What follows belongs to an exercise in optimizing a design on an open flow for small area, a short achievable clock period and few clock cycles per item; a production flow would make more cautious choices.
No functional check of the RTL was part of this run.

### design/flow/config.mk
export PLATFORM = sky130hd
export DESIGN_NAME = fp_coprocessor
export DESIGN_NICKNAME = fp_coprocessor
export VERILOG_FILES = /design/flow/design.v
export SDC_FILE = /design/flow/constraint.sdc
export NUM_CORES = 8
export LEC_CHECK = 0
export ABC_AREA = 1
export CAP_MARGIN = 20
export CORE_MARGIN = 2
export CORE_UTILIZATION = 35
export SLEW_MARGIN = 20
### design/flow/constraint.sdc
create_clock -name core_clock -period 12.0 [get_ports {clk}]
set_input_delay 2.4000 -clock core_clock [delete_from_list [all_inputs] [get_ports {clk}]]
set_output_delay 2.4000 -clock core_clock [all_outputs]
set_load 0.01 [all_outputs]
### design/flow/design.v
package fp_pkg;
  localparam int INSTR_W = 16;
  localparam int NUM_REGS = 16;
  typedef logic [3:0] reg_addr_t;
  typedef enum logic [3:0] {
    op_nop = 4'd0,
    op_add = 4'd1,
    op_sub = 4'd2,
    op_mul = 4'd3,
    op_neg = 4'd4,
    op_abs = 4'd5,
    op_mov = 4'd6
  } opcode_t;
  localparam logic [7:0] ADDR_INSTR    = 8'h00;   
  localparam logic [7:0] ADDR_STATUS   = 8'h04;   
  localparam logic [7:0] ADDR_REG_BASE = 8'h40;   
endpackage
`timescale 1ns/1ns
module fp_add_align
(
  input  logic [22:0] fbig,     
  input  logic [22:0] fsmall,   
  input  logic        hsmall,   
  input  logic [7:0]  diff,     
  input  logic        sub,
  output logic [24:0] sum
);
  logic [23:0] sml, aligned;
  assign sml   = hsmall ? {1'b1, fsmall} : 24'd0;
  assign aligned = (diff >= 8'd24) ? 24'd0 : (sml >> diff[4:0]);
  assign sum     = sub ? {2'b01, fbig} - {1'b0, aligned} : {2'b01, fbig} + {1'b0, aligned};
endmodule
module fp_add_pack
(
  input  logic [24:0] sum,
  input  logic [7:0]  e,        
  input  logic        sign,
  input  logic        sub,
  input  logic        bzero,    
  input  logic        pass,     
  output logic [31:0] result
);
  function automatic logic [4:0] lzc24(input logic [23:0] v);
    logic [4:0] n;
    logic       found;
    n = 5'd24;
    found = 1'b0;
    for (int i = 23; i >= 0; i--) begin
      if (!found && v[i]) begin
        n = 23 - i;
        found = 1'b1;
      end
    end
    lzc24 = n;
  endfunction
  logic [4:0]  lz;
  logic [23:0] norm;
  logic [7:0]  xn;
  logic        zero, ovf, unf;
  assign lz = lzc24(sum[23:0]);
  always_comb begin
    if (sum[24]) begin
      norm = sum[24:1];
      xn   = e + 8'd1;
      ovf  = (e >= 8'd254);
      unf  = 1'b0;
    end else begin
      norm = sum[23:0] << lz;
      xn   = e - {3'b0, lz};
      ovf  = (e == 8'd255) && (lz == 5'd0);
      unf  = ({3'b0, lz} >= e);
    end
  end
  assign zero = bzero || (sum == 25'd0);
  always_comb begin
    if (pass) result = {sign, e, sum[22:0]};
    else if (zero) result = {sign & ~sub, 31'b0};   
    else if (ovf) result = {sign, 8'hff, 23'b0};
    else if (unf) result = {sign, 31'b0};
    else result = {sign, xn, norm[22:0]};
  end
endmodule
`timescale 1ns/1ns
module fp_mul_tree
(
  input  logic [22:0] fa,       
  input  logic [22:0] fb,       
  output logic [24:0] row_s,    
  output logic [24:0] row_c,
  output logic        cin       
);
  logic [23:0] x;
  logic [26:0] y;               
  logic [47:0] pp [13];
  logic [11:0] neg;
  assign x = {1'b1, fa};
  assign y = {2'b00, 1'b1, fb, 1'b0};
  always_comb begin
    logic       one, two;
    logic [24:0] mag, sel;
    for (int i = 0; i < 13; i++) pp[i] = '0;
    for (int i = 0; i < 12; i++) begin
      one    = y[2*i+1] ^ y[2*i];
      two    = (y[2*i+2] & ~y[2*i+1] & ~y[2*i]) | (~y[2*i+2] & y[2*i+1] & y[2*i]);
      neg[i] = y[2*i+2];
      mag    = one ? {1'b0, x} : (two ? {x, 1'b0} : 25'd0);
      sel    = mag ^ {25{neg[i]}};
      if (i == 0) begin
        pp[0][27:0] = {~neg[0], neg[0], neg[0], sel};
      end else if (i <= 10) begin
        pp[i][2*i +: 27] = {1'b1, ~neg[i], sel};
        pp[i][2*i-2]     = neg[i-1];
      end else begin
        pp[i][2*i +: 26] = {~neg[i], sel};
        pp[i][2*i-2]     = neg[i-1];
      end
    end
    pp[12][47:24] = x;
    pp[12][22]    = neg[11];
  end
  function automatic logic [95:0] csa(input logic [47:0] a, input logic [47:0] b,
                                      input logic [47:0] c);
    logic [47:0] s, k;
    s = a ^ b ^ c;
    k = (a & b) | (a & c) | (b & c);
    csa = {k[46:0], 1'b0, s};
  endfunction
  logic [47:0] l1 [9];
  logic [47:0] l2 [6];
  logic [47:0] l3 [4];
  logic [47:0] l4 [3];
  logic [47:0] l5 [2];
  assign {l1[1], l1[0]} = csa(pp[0], pp[1], pp[2]);
  assign {l1[3], l1[2]} = csa(pp[3], pp[4], pp[5]);
  assign {l1[5], l1[4]} = csa(pp[6], pp[7], pp[8]);
  assign {l1[7], l1[6]} = csa(pp[9], pp[10], pp[11]);
  assign l1[8] = pp[12];
  assign {l2[1], l2[0]} = csa(l1[0], l1[1], l1[2]);
  assign {l2[3], l2[2]} = csa(l1[3], l1[4], l1[5]);
  assign {l2[5], l2[4]} = csa(l1[6], l1[7], l1[8]);
  assign {l3[1], l3[0]} = csa(l2[0], l2[1], l2[2]);
  assign {l3[3], l3[2]} = csa(l2[3], l2[4], l2[5]);
  assign {l4[1], l4[0]} = csa(l3[0], l3[1], l3[2]);
  assign l4[2] = l3[3];
  assign {l5[1], l5[0]} = csa(l4[0], l4[1], l4[2]);
  logic [23:0] low;
  assign low   = {1'b0, l5[0][22:0]} + {1'b0, l5[1][22:0]};
  assign cin   = low[23];
  assign row_s = l5[0][47:23];
  assign row_c = l5[1][47:23];
endmodule
module fp_mul_pack
(
  input  logic [24:0] row_s,
  input  logic [24:0] row_c,
  input  logic        cin,
  input  logic [7:0]  xe,       
  input  logic        zero0,    
  input  logic        zero1,    
  input  logic        inf0,     
  input  logic        inf1,     
  input  logic        sign,
  output logic [31:0] result
);
  logic [24:0] p;               
  logic [22:0] frac;
  logic [7:0]  xn;
  logic        z, f;
  assign p    = row_s + row_c + {24'd0, cin};
  assign frac = p[24] ? p[23:1] : p[22:0];
  assign xn   = p[24] ? xe + 8'd1 : xe;
  assign z    = p[24] ? zero1 : zero0;
  assign f    = p[24] ? inf1 : inf0;
  always_comb begin
    if (z) result = {sign, 31'b0};
    else if (f) result = {sign, 8'hff, 23'b0};
    else result = {sign, xn, frac};
  end
endmodule
`timescale 1ns/1ns
module fp_sign_unit
(
  input  logic [2:0] op,
  input  logic       s,
  output logic       new_sign
);
  always_comb begin
    case (op)
      3'd4:    new_sign = ~s;     
      3'd5:    new_sign = 1'b0;   
      default: new_sign = s;      
    endcase
  end
endmodule
`timescale 1ns/1ns
module reg_file
(
  input  logic        clk,
  input  logic        reset,
  input  logic        we,
  input  logic [3:0]  wa,
  input  logic [31:0] wd,
  input  logic [3:0]  ra1,
  input  logic [3:0]  ra2,
  input  logic [3:0]  ra3,
  output logic [31:0] rd1,
  output logic [31:0] rd2,
  output logic [31:0] rd3
);
  logic [31:0] regs [16];
  logic [31:0] wd_eff;
  assign wd_eff = reset ? 32'd0 : wd;
  always_ff @(posedge clk) begin
    for (int i = 0; i < 16; i++) begin
      if (reset || (we && (wa == i))) regs[i] <= wd_eff;
    end
  end
  assign rd1 = regs[ra1];
  assign rd2 = regs[ra2];
  assign rd3 = regs[ra3];
endmodule
`timescale 1ns/1ns
module fp_coprocessor
(
  input  logic        clk,
  input  logic        reset,
  input  logic [7:0]  paddr,
  input  logic        psel,
  input  logic        penable,
  input  logic        pwrite,
  input  logic [31:0] pwdata,
  output logic [31:0] prdata,
  output logic        pready,
  output logic        pslverr
);
  logic [14:0] q0, q1;
  logic        v0, v1;
  logic        hw_q;           
  logic [3:0]  hidx_q;
  logic        iw_q;           
  logic        pslverr_q;
  logic [31:0] prdata_q;
  logic        s1_v, s1_mul, s1_pass, s1_sign, s1_sub, s1_hsmall, s1_bzero, s1_mz;
  logic [3:0]  s1_dest;
  logic [22:0] s1_fbig, s1_fsmall;
  logic [7:0]  s1_diff;
  logic [8:0]  s1_ex;
  logic        s2_v, s2_mul, s2_pass, s2_sign, s2_sub, s2_bzero;
  logic        s2_z0, s2_z1, s2_i0, s2_i1, s2_cin;
  logic [3:0]  s2_dest;
  logic [24:0] s2_sum, s2_rs, s2_rc;
  logic [7:0]  s2_e;
  logic        wb2_v;
  logic [3:0]  wb2_dest;
  logic [31:0] wb2_data;
  logic        rf_we;
  logic [3:0]  rf_wa;
  logic [31:0] rf_wd;
  logic [31:0] opa, opb, hrd;
  reg_file reg_file_i (
    .clk(clk), .reset(reset),
    .we(rf_we), .wa(rf_wa), .wd(rf_wd),
    .ra1(q0[7:4]), .ra2(q0[3:0]), .ra3(paddr[5:2]),
    .rd1(opa), .rd2(opb), .rd3(hrd)
  );
  logic [2:0] op;
  logic [3:0] dest, src1, src2;
  logic       uses2, hazard, block, issue;
  assign op   = q0[14:12];
  assign dest = q0[11:8];
  assign src1 = q0[7:4];
  assign src2 = q0[3:0];
  function automatic logic inflight(input logic [3:0] r, input logic v1_, input logic [3:0] d1,
                                    input logic v2_, input logic [3:0] d2);
    inflight = (v1_ && (d1 == r)) || (v2_ && (d2 == r));
  endfunction
  assign uses2  = ~op[2];   
  assign hazard = inflight(src1, s1_v, s1_dest, s2_v, s2_dest) ||
                  (uses2 && inflight(src2, s1_v, s1_dest, s2_v, s2_dest));
  assign block  = hw_q | wb2_v;
  assign issue  = v0 & ~hazard & ~block;
  logic        is_sub, is_mul, is_pass, agb, sel_a, bs, psign;
  logic [30:0] big, sml;
  logic [7:0]  ea, eb, dab, dba;
  assign is_sub  = (op == 3'd2);
  assign is_mul  = (op == 3'd3);
  assign is_pass = op[2];
  assign bs      = opb[31] ^ is_sub;
  assign agb     = (opa[30:0] >= opb[30:0]);
  assign sel_a   = agb | is_mul | is_pass;
  assign big     = sel_a ? opa[30:0] : opb[30:0];
  assign sml   = sel_a ? opb[30:0] : opa[30:0];
  assign ea      = opa[30:23];
  assign eb      = opb[30:23];
  assign dab     = ea - eb;
  assign dba     = eb - ea;
  fp_sign_unit fp_sign_unit_i (.op(op), .s(opa[31]), .new_sign(psign));
  always_ff @(posedge clk) begin
    s1_dest   <= dest;
    s1_mul    <= is_mul;
    s1_pass   <= is_pass;
    s1_fbig   <= big[22:0];
    s1_fsmall <= sml[22:0];
    s1_hsmall <= (sml[30:23] != 8'd0) & ~is_pass;
    s1_bzero  <= (big[30:23] == 8'd0);
    s1_diff   <= agb ? dab : dba;
    s1_ex     <= is_mul ? {1'b0, ea} + {1'b0, eb} : {1'b0, big[30:23]};
    s1_mz     <= (ea == 8'd0) | (eb == 8'd0);
    s1_sub    <= ~is_pass & (opa[31] ^ bs);
    s1_sign   <= is_pass ? psign : (is_mul ? (opa[31] ^ opb[31]) : (sel_a ? opa[31] : bs));
  end
  logic [24:0] sum, rs, rc;
  logic        cin;
  fp_add_align fp_add_align_i (
    .fbig(s1_fbig), .fsmall(s1_fsmall), .hsmall(s1_hsmall), .diff(s1_diff),
    .sub(s1_sub), .sum(sum)
  );
  fp_mul_tree fp_mul_tree_i (
    .fa(s1_fbig), .fb(s1_fsmall), .row_s(rs), .row_c(rc), .cin(cin)
  );
  always_ff @(posedge clk) begin
    s2_dest  <= s1_dest;
    s2_mul   <= s1_mul;
    s2_pass  <= s1_pass;
    s2_sign  <= s1_sign;
    s2_sub   <= s1_sub;
    s2_bzero <= s1_bzero;
    s2_sum   <= sum;
    s2_rs    <= rs;
    s2_rc    <= rc;
    s2_cin   <= cin;
    s2_e     <= s1_mul ? s1_ex[7:0] + 8'd129 : s1_ex[7:0];
    s2_z0    <= s1_mz | (s1_ex <= 9'd127);
    s2_z1    <= s1_mz | (s1_ex <= 9'd126);
    s2_i0    <= (s1_ex >= 9'd382);
    s2_i1    <= (s1_ex >= 9'd381);
  end
  logic [31:0] add_res, mul_res, res;
  fp_add_pack fp_add_pack_i (
    .sum(s2_sum), .e(s2_e), .sign(s2_sign), .sub(s2_sub), .bzero(s2_bzero),
    .pass(s2_pass), .result(add_res)
  );
  fp_mul_pack fp_mul_pack_i (
    .row_s(s2_rs), .row_c(s2_rc), .cin(s2_cin), .xe(s2_e),
    .zero0(s2_z0), .zero1(s2_z1), .inf0(s2_i0), .inf1(s2_i1),
    .sign(s2_sign), .result(mul_res)
  );
  assign res = s2_mul ? mul_res : add_res;
  assign rf_we = hw_q | wb2_v | s2_v;
  assign rf_wa = hw_q ? hidx_q : (wb2_v ? wb2_dest : s2_dest);
  assign rf_wd = (hw_q | wb2_v) ? (hw_q ? pwdata : wb2_data) : res;
  always_ff @(posedge clk) begin
    if (s2_v & (hw_q | wb2_v)) begin
      wb2_dest <= s2_dest;
      wb2_data <= res;
    end
  end
  logic [14:0] qnew;
  assign qnew = {pwdata[14:12], pwdata[11:0]};
  always_ff @(posedge clk) begin
    if (reset) begin
      v0    <= 1'b0;
      v1    <= 1'b0;
      s1_v  <= 1'b0;
      s2_v  <= 1'b0;
      wb2_v <= 1'b0;
    end else begin
      s1_v  <= issue;
      s2_v  <= s1_v;
      wb2_v <= (s2_v & (hw_q | wb2_v)) | (wb2_v & hw_q);
      if (issue) begin
        v0 <= v1 | iw_q;
        v1 <= v1 & iw_q;
      end else begin
        v0 <= v0 | iw_q;
        v1 <= v1 | (v0 & iw_q);
      end
    end
  end
  always_ff @(posedge clk) begin
    if (issue) q0 <= v1 ? q1 : qnew;
    else if (!v0) q0 <= qnew;
    if (iw_q) q1 <= qnew;
  end
  logic       setup, is_instr, is_status, is_reg, op_ok, room, err;
  logic [3:0] op4;
  logic [31:0] status;
  assign setup     = psel & ~penable;
  assign is_instr  = (paddr == fp_pkg::ADDR_INSTR);
  assign is_status = (paddr == fp_pkg::ADDR_STATUS);
  assign is_reg    = (paddr[7:6] == fp_pkg::ADDR_REG_BASE[7:6]) && (paddr[1:0] == 2'b00);
  assign op4       = pwdata[15:12];
  assign op_ok     = (op4 <= 4'd6);
  assign room      = ~v1 | issue;
  always_comb begin
    if (is_instr) err = ~pwrite | ~op_ok | ((op4 != 4'd0) & ~room);
    else if (is_reg) err = 1'b0;   
    else if (is_status) err = pwrite;
    else err = 1'b1;
  end
  assign status = {28'b0, v1, v0, s1_v, wb2_v & s2_v};
  always_ff @(posedge clk) begin
    if (reset) begin
      hw_q      <= 1'b0;
      iw_q      <= 1'b0;
      pslverr_q <= 1'b0;
    end else begin
      hw_q      <= setup & is_reg & pwrite;
      iw_q      <= setup & is_instr & pwrite & op_ok & (op4 != 4'd0) & room;
      pslverr_q <= setup & err;
    end
  end
  always_ff @(posedge clk) begin
    hidx_q   <= paddr[5:2];
    prdata_q <= paddr[6] ? hrd : status;
  end
  assign pready  = 1'b1;
  assign pslverr = pslverr_q;
  assign prdata  = prdata_q;
endmodule
### design/flow/run.sh
#!/bin/bash
# synth_recipe.tcl (not shown) runs the flow's synth.tcl, then flattens the netlist and writes it again
# the make line also repeats each setting of config.mk as NAME=value (left out here)
make -C /OpenROAD-flow-scripts/flow DESIGN_CONFIG=/design/flow/config.mk WORK_HOME=/design/flow/orfs CLKGATE_MAP_FILE= SYNTH_SCRIPT=/design/flow/synth_recipe.tcl finish
==> summary.txt <==
==> cell usage after synthesis, drive strengths merged (57+ instances only) <==
cell type,number,area [um^2]
a2111oi,57,499.2
a21oi,220,1139
a221oi,102,893.4
buf,71,401.6
clkbuf,259,972.2
dfxtp,215,4304
edfxtp,578,17360
fa,264,5285
ha,191,2390
inv,942,3538
nand2,1136,4329
nand3,180,950.9
nor2,254,1013
o2111ai,82,718.2
o21ai,405,2064
o22ai,557,3485
xor2,307,2689
==> worst max-delay path, stage by stage (launching register included) <==
cell,delay (ns)
edfxtp_1,0.47
inv_1,0.16
nor2_1,0.10
nand2_1,0.07
buf_4,0.44
inv_1,0.62
a221oi_1,0.47
o2111ai_1,0.15
o22ai_1,0.84
inv_1,0.22
ha_1,0.44
inv_1,0.13
nor2_1,0.11
inv_1,0.06
nor2_1,0.24
nand4_1,0.20
nor4b_1,0.31
nand2_1,0.09
nand3_1,0.28
a21oi_1,0.13
nand2_2,0.09
buf_4,0.48
o21ai_0,0.24
nor2_1,0.15
nand3_1,0.08
nor2_1,0.09
==> state kept, by name, indices dropped and copies added, names as in the netlist, 8 cells and up <==
register	flops
wb2_data	32
s1_fbig	23
s2_rs	25
q1	15
s2_sum	25
s2_e	8
q0	15
s1_diff	8
prdata_q	32
s2_rc	25
s1_fsmall	23
reg_file_i.regs	512
s1_ex	9
==> logic make-up after synthesis <==
| logic type | share of synthesized area (%) |
|---|---|
| XOR/XNOR | 5.371 |
| AO/OA/AOI/OAI | 19.23 |
| buffers and inverters | 9.085 |
| other | 0.006804 |
| flip-flops | 39.30 |
| multiplexers | 0.07265 |
| adder cells (fa/ha/maj) | 13.93 |
| AND/OR/NAND/NOR | 13.01 |
==> metrics by stage <==
step	instances	util, %	setup WS (ns)
final	8396	39.44	5.256
after global routing	8392	39.43	5.028
after CTS	8392	39.42	5.691
after detailed placement	8232	37.48	5.727
after global placement	8231	37.46	5.803
after floorplan	6260	-	6.832
==> path summary, 6_finish.rpt <==
check	slack, ns	cells past startpoint	from	to
setup / recovery	5.26	25	q0[1]$_DFFE_PP_	s1_bzero$_DFF_P_
hold / removal	0.33	0	s1_pass$_DFF_P_	s2_pass$_DFF_P_
setup reg to reg	5.26	25	q0[1]$_DFFE_PP_	s1_bzero$_DFF_P_
hold reg to reg	0.33	0	s1_pass$_DFF_P_	s2_pass$_DFF_P_
==> per-layer routing <==
layer / routed length (um) / global-route usage [%] / vias to the layer above
met3: 27660 / 7.362 / 958
met5: 13 / 0 / -
met2: 104600 / 44.60 / 3629
li1: - / - / 21830
met1: 91310 / 37.00 / 24270
met4: 15820 / 15.23 / 2
==> cell type report <==
cell class	instances	area [um^2]	area share [%]
Antenna cell	4	10.01	0.01623
Inverter	967	3633	5.891
Tap cell	2058	2575	4.175
Multi-Input combinational cell	4170	28710	46.55
Timing Repair Buffer	244	2039	3.307
Sequential cell	793	21660	35.12
Clock buffer	120	2489	4.035
Clock inverter	40	559.3	0.9068
==> reports/results.tsv <==
metric	value	unit
Pre-Repair DR Iteration Count	9	
Max clock buf depth	3	
row cnt	145	
critical path type	flop to flop	
WP data required	12.66	ns
fill cell count	15640	
Final Hold Vio Count	0	
status	finished clean	
Final Critical Period	6.744	ns
cts hold-fix bufs	0	
Vias per Instance	6.037	
type of origin of the critical path	flop	
flops & latches, synth	793	
final clock skew	0.06394	ns
H-tree lvl count	3	
Area after DPL	58610	um^2
core area	156400	um^2
RSZ-0062 raised after global routing	no	
Achievable Freq	148.3	MHz
fin area	61680	um^2
Port Buf Inserts	77	
commonest non-fill, non-tap cell in the layout	nand2_1	
post-synthesis sequential area ratio	39.30	%
Mapped Cells	6260	
DR WL/cell	28.51	um
number of DRC markers in iteration 0	7602	
worst-skew pair later-pin latency	0.74	ns
final setup fails	0	
Synth Flop Type	edfxtp_1	
final worst-path cycle share	56.20	%
Critical Path AT	7.40	ns
Root Driver	clkbuf_16	
worst hold slack	0.3274	ns
crit path max fanout	63	
Total Neg Setup Slack	0	ns
via count	50690	
syn nets	6760	
crit end category	flop	
GR Overflow Total	0	
yosys warns	13	
Avg Inst Size Synth	8.804	um^2
CTS Buf Count	86	
max-cap viol count	0	
GRT Total Usage	28.82	%
Worst-Margin Slew	1.244	ns
Clock Pin Slew Worst Setup and Hold Paths	0.07	ns
Hold Crit Class	flop to flop	
layout cells sized above 1	6.789	%
Async SR Flop Fraction	0	%
Boundary Pins	79	
GP Congestion	1.001	
post-CTS setup buffers	0	
die footprint	160700	um^2
post-cts resize count	0	
die height	400.8	um
Post-synth EDFFs	578	
number of routed nets with antenna violations	0	
Cell variety after synth	68	
vias in the first global route	48410	
global-route wire length before repair	340900	um
Max transition margin	16.94	%
number of remaining DRC errors	0	
TritonCTS clock tree	built	
starting density of the core	35.24	%
Pins Over Slew Limit	0	
HPWL after DPL	164700	um
initial antenna violation count	5	
most frequent cells in the layout	nand2_1, inv_1, edfxtp_1	
CTS sink count	793	
largest net degree at the start of global routing	64	
Routed WL	239400	um
fin nets	6762	
Area Overhead vs Synth	11.90	%
Cell Area, Synth	55110	um^2
die width	400.8	um

==> re-timing with driven ports <==
How much do the figures lean on ideal ports? The routed layout below was timed once more, with nothing changed but the port constraints. Step 1 assumes that a clkbuf_16 drives the clock port and a buf_2 every other input. Step 2 also shifts input and output timing later by t, the mid clock arrival at the registers, as if the neighbouring blocks saw the same clock. Slacks: ideal ports / drivers / drivers and shift; pairs: ideal ports / drivers.
shift t [ns]: 0.784
setup WS [ns]: 5.256 / 5.256 / 5.256
worst setup path after step 2: register to register
worst slew at a driven data input, ns: 0.05
pins driven straight from the clock port: 1
After both steps this run still meets setup and hold. For this run, drivers alone change the setup slack by 0.000 ns; drivers and shift together by 0.000 ns.
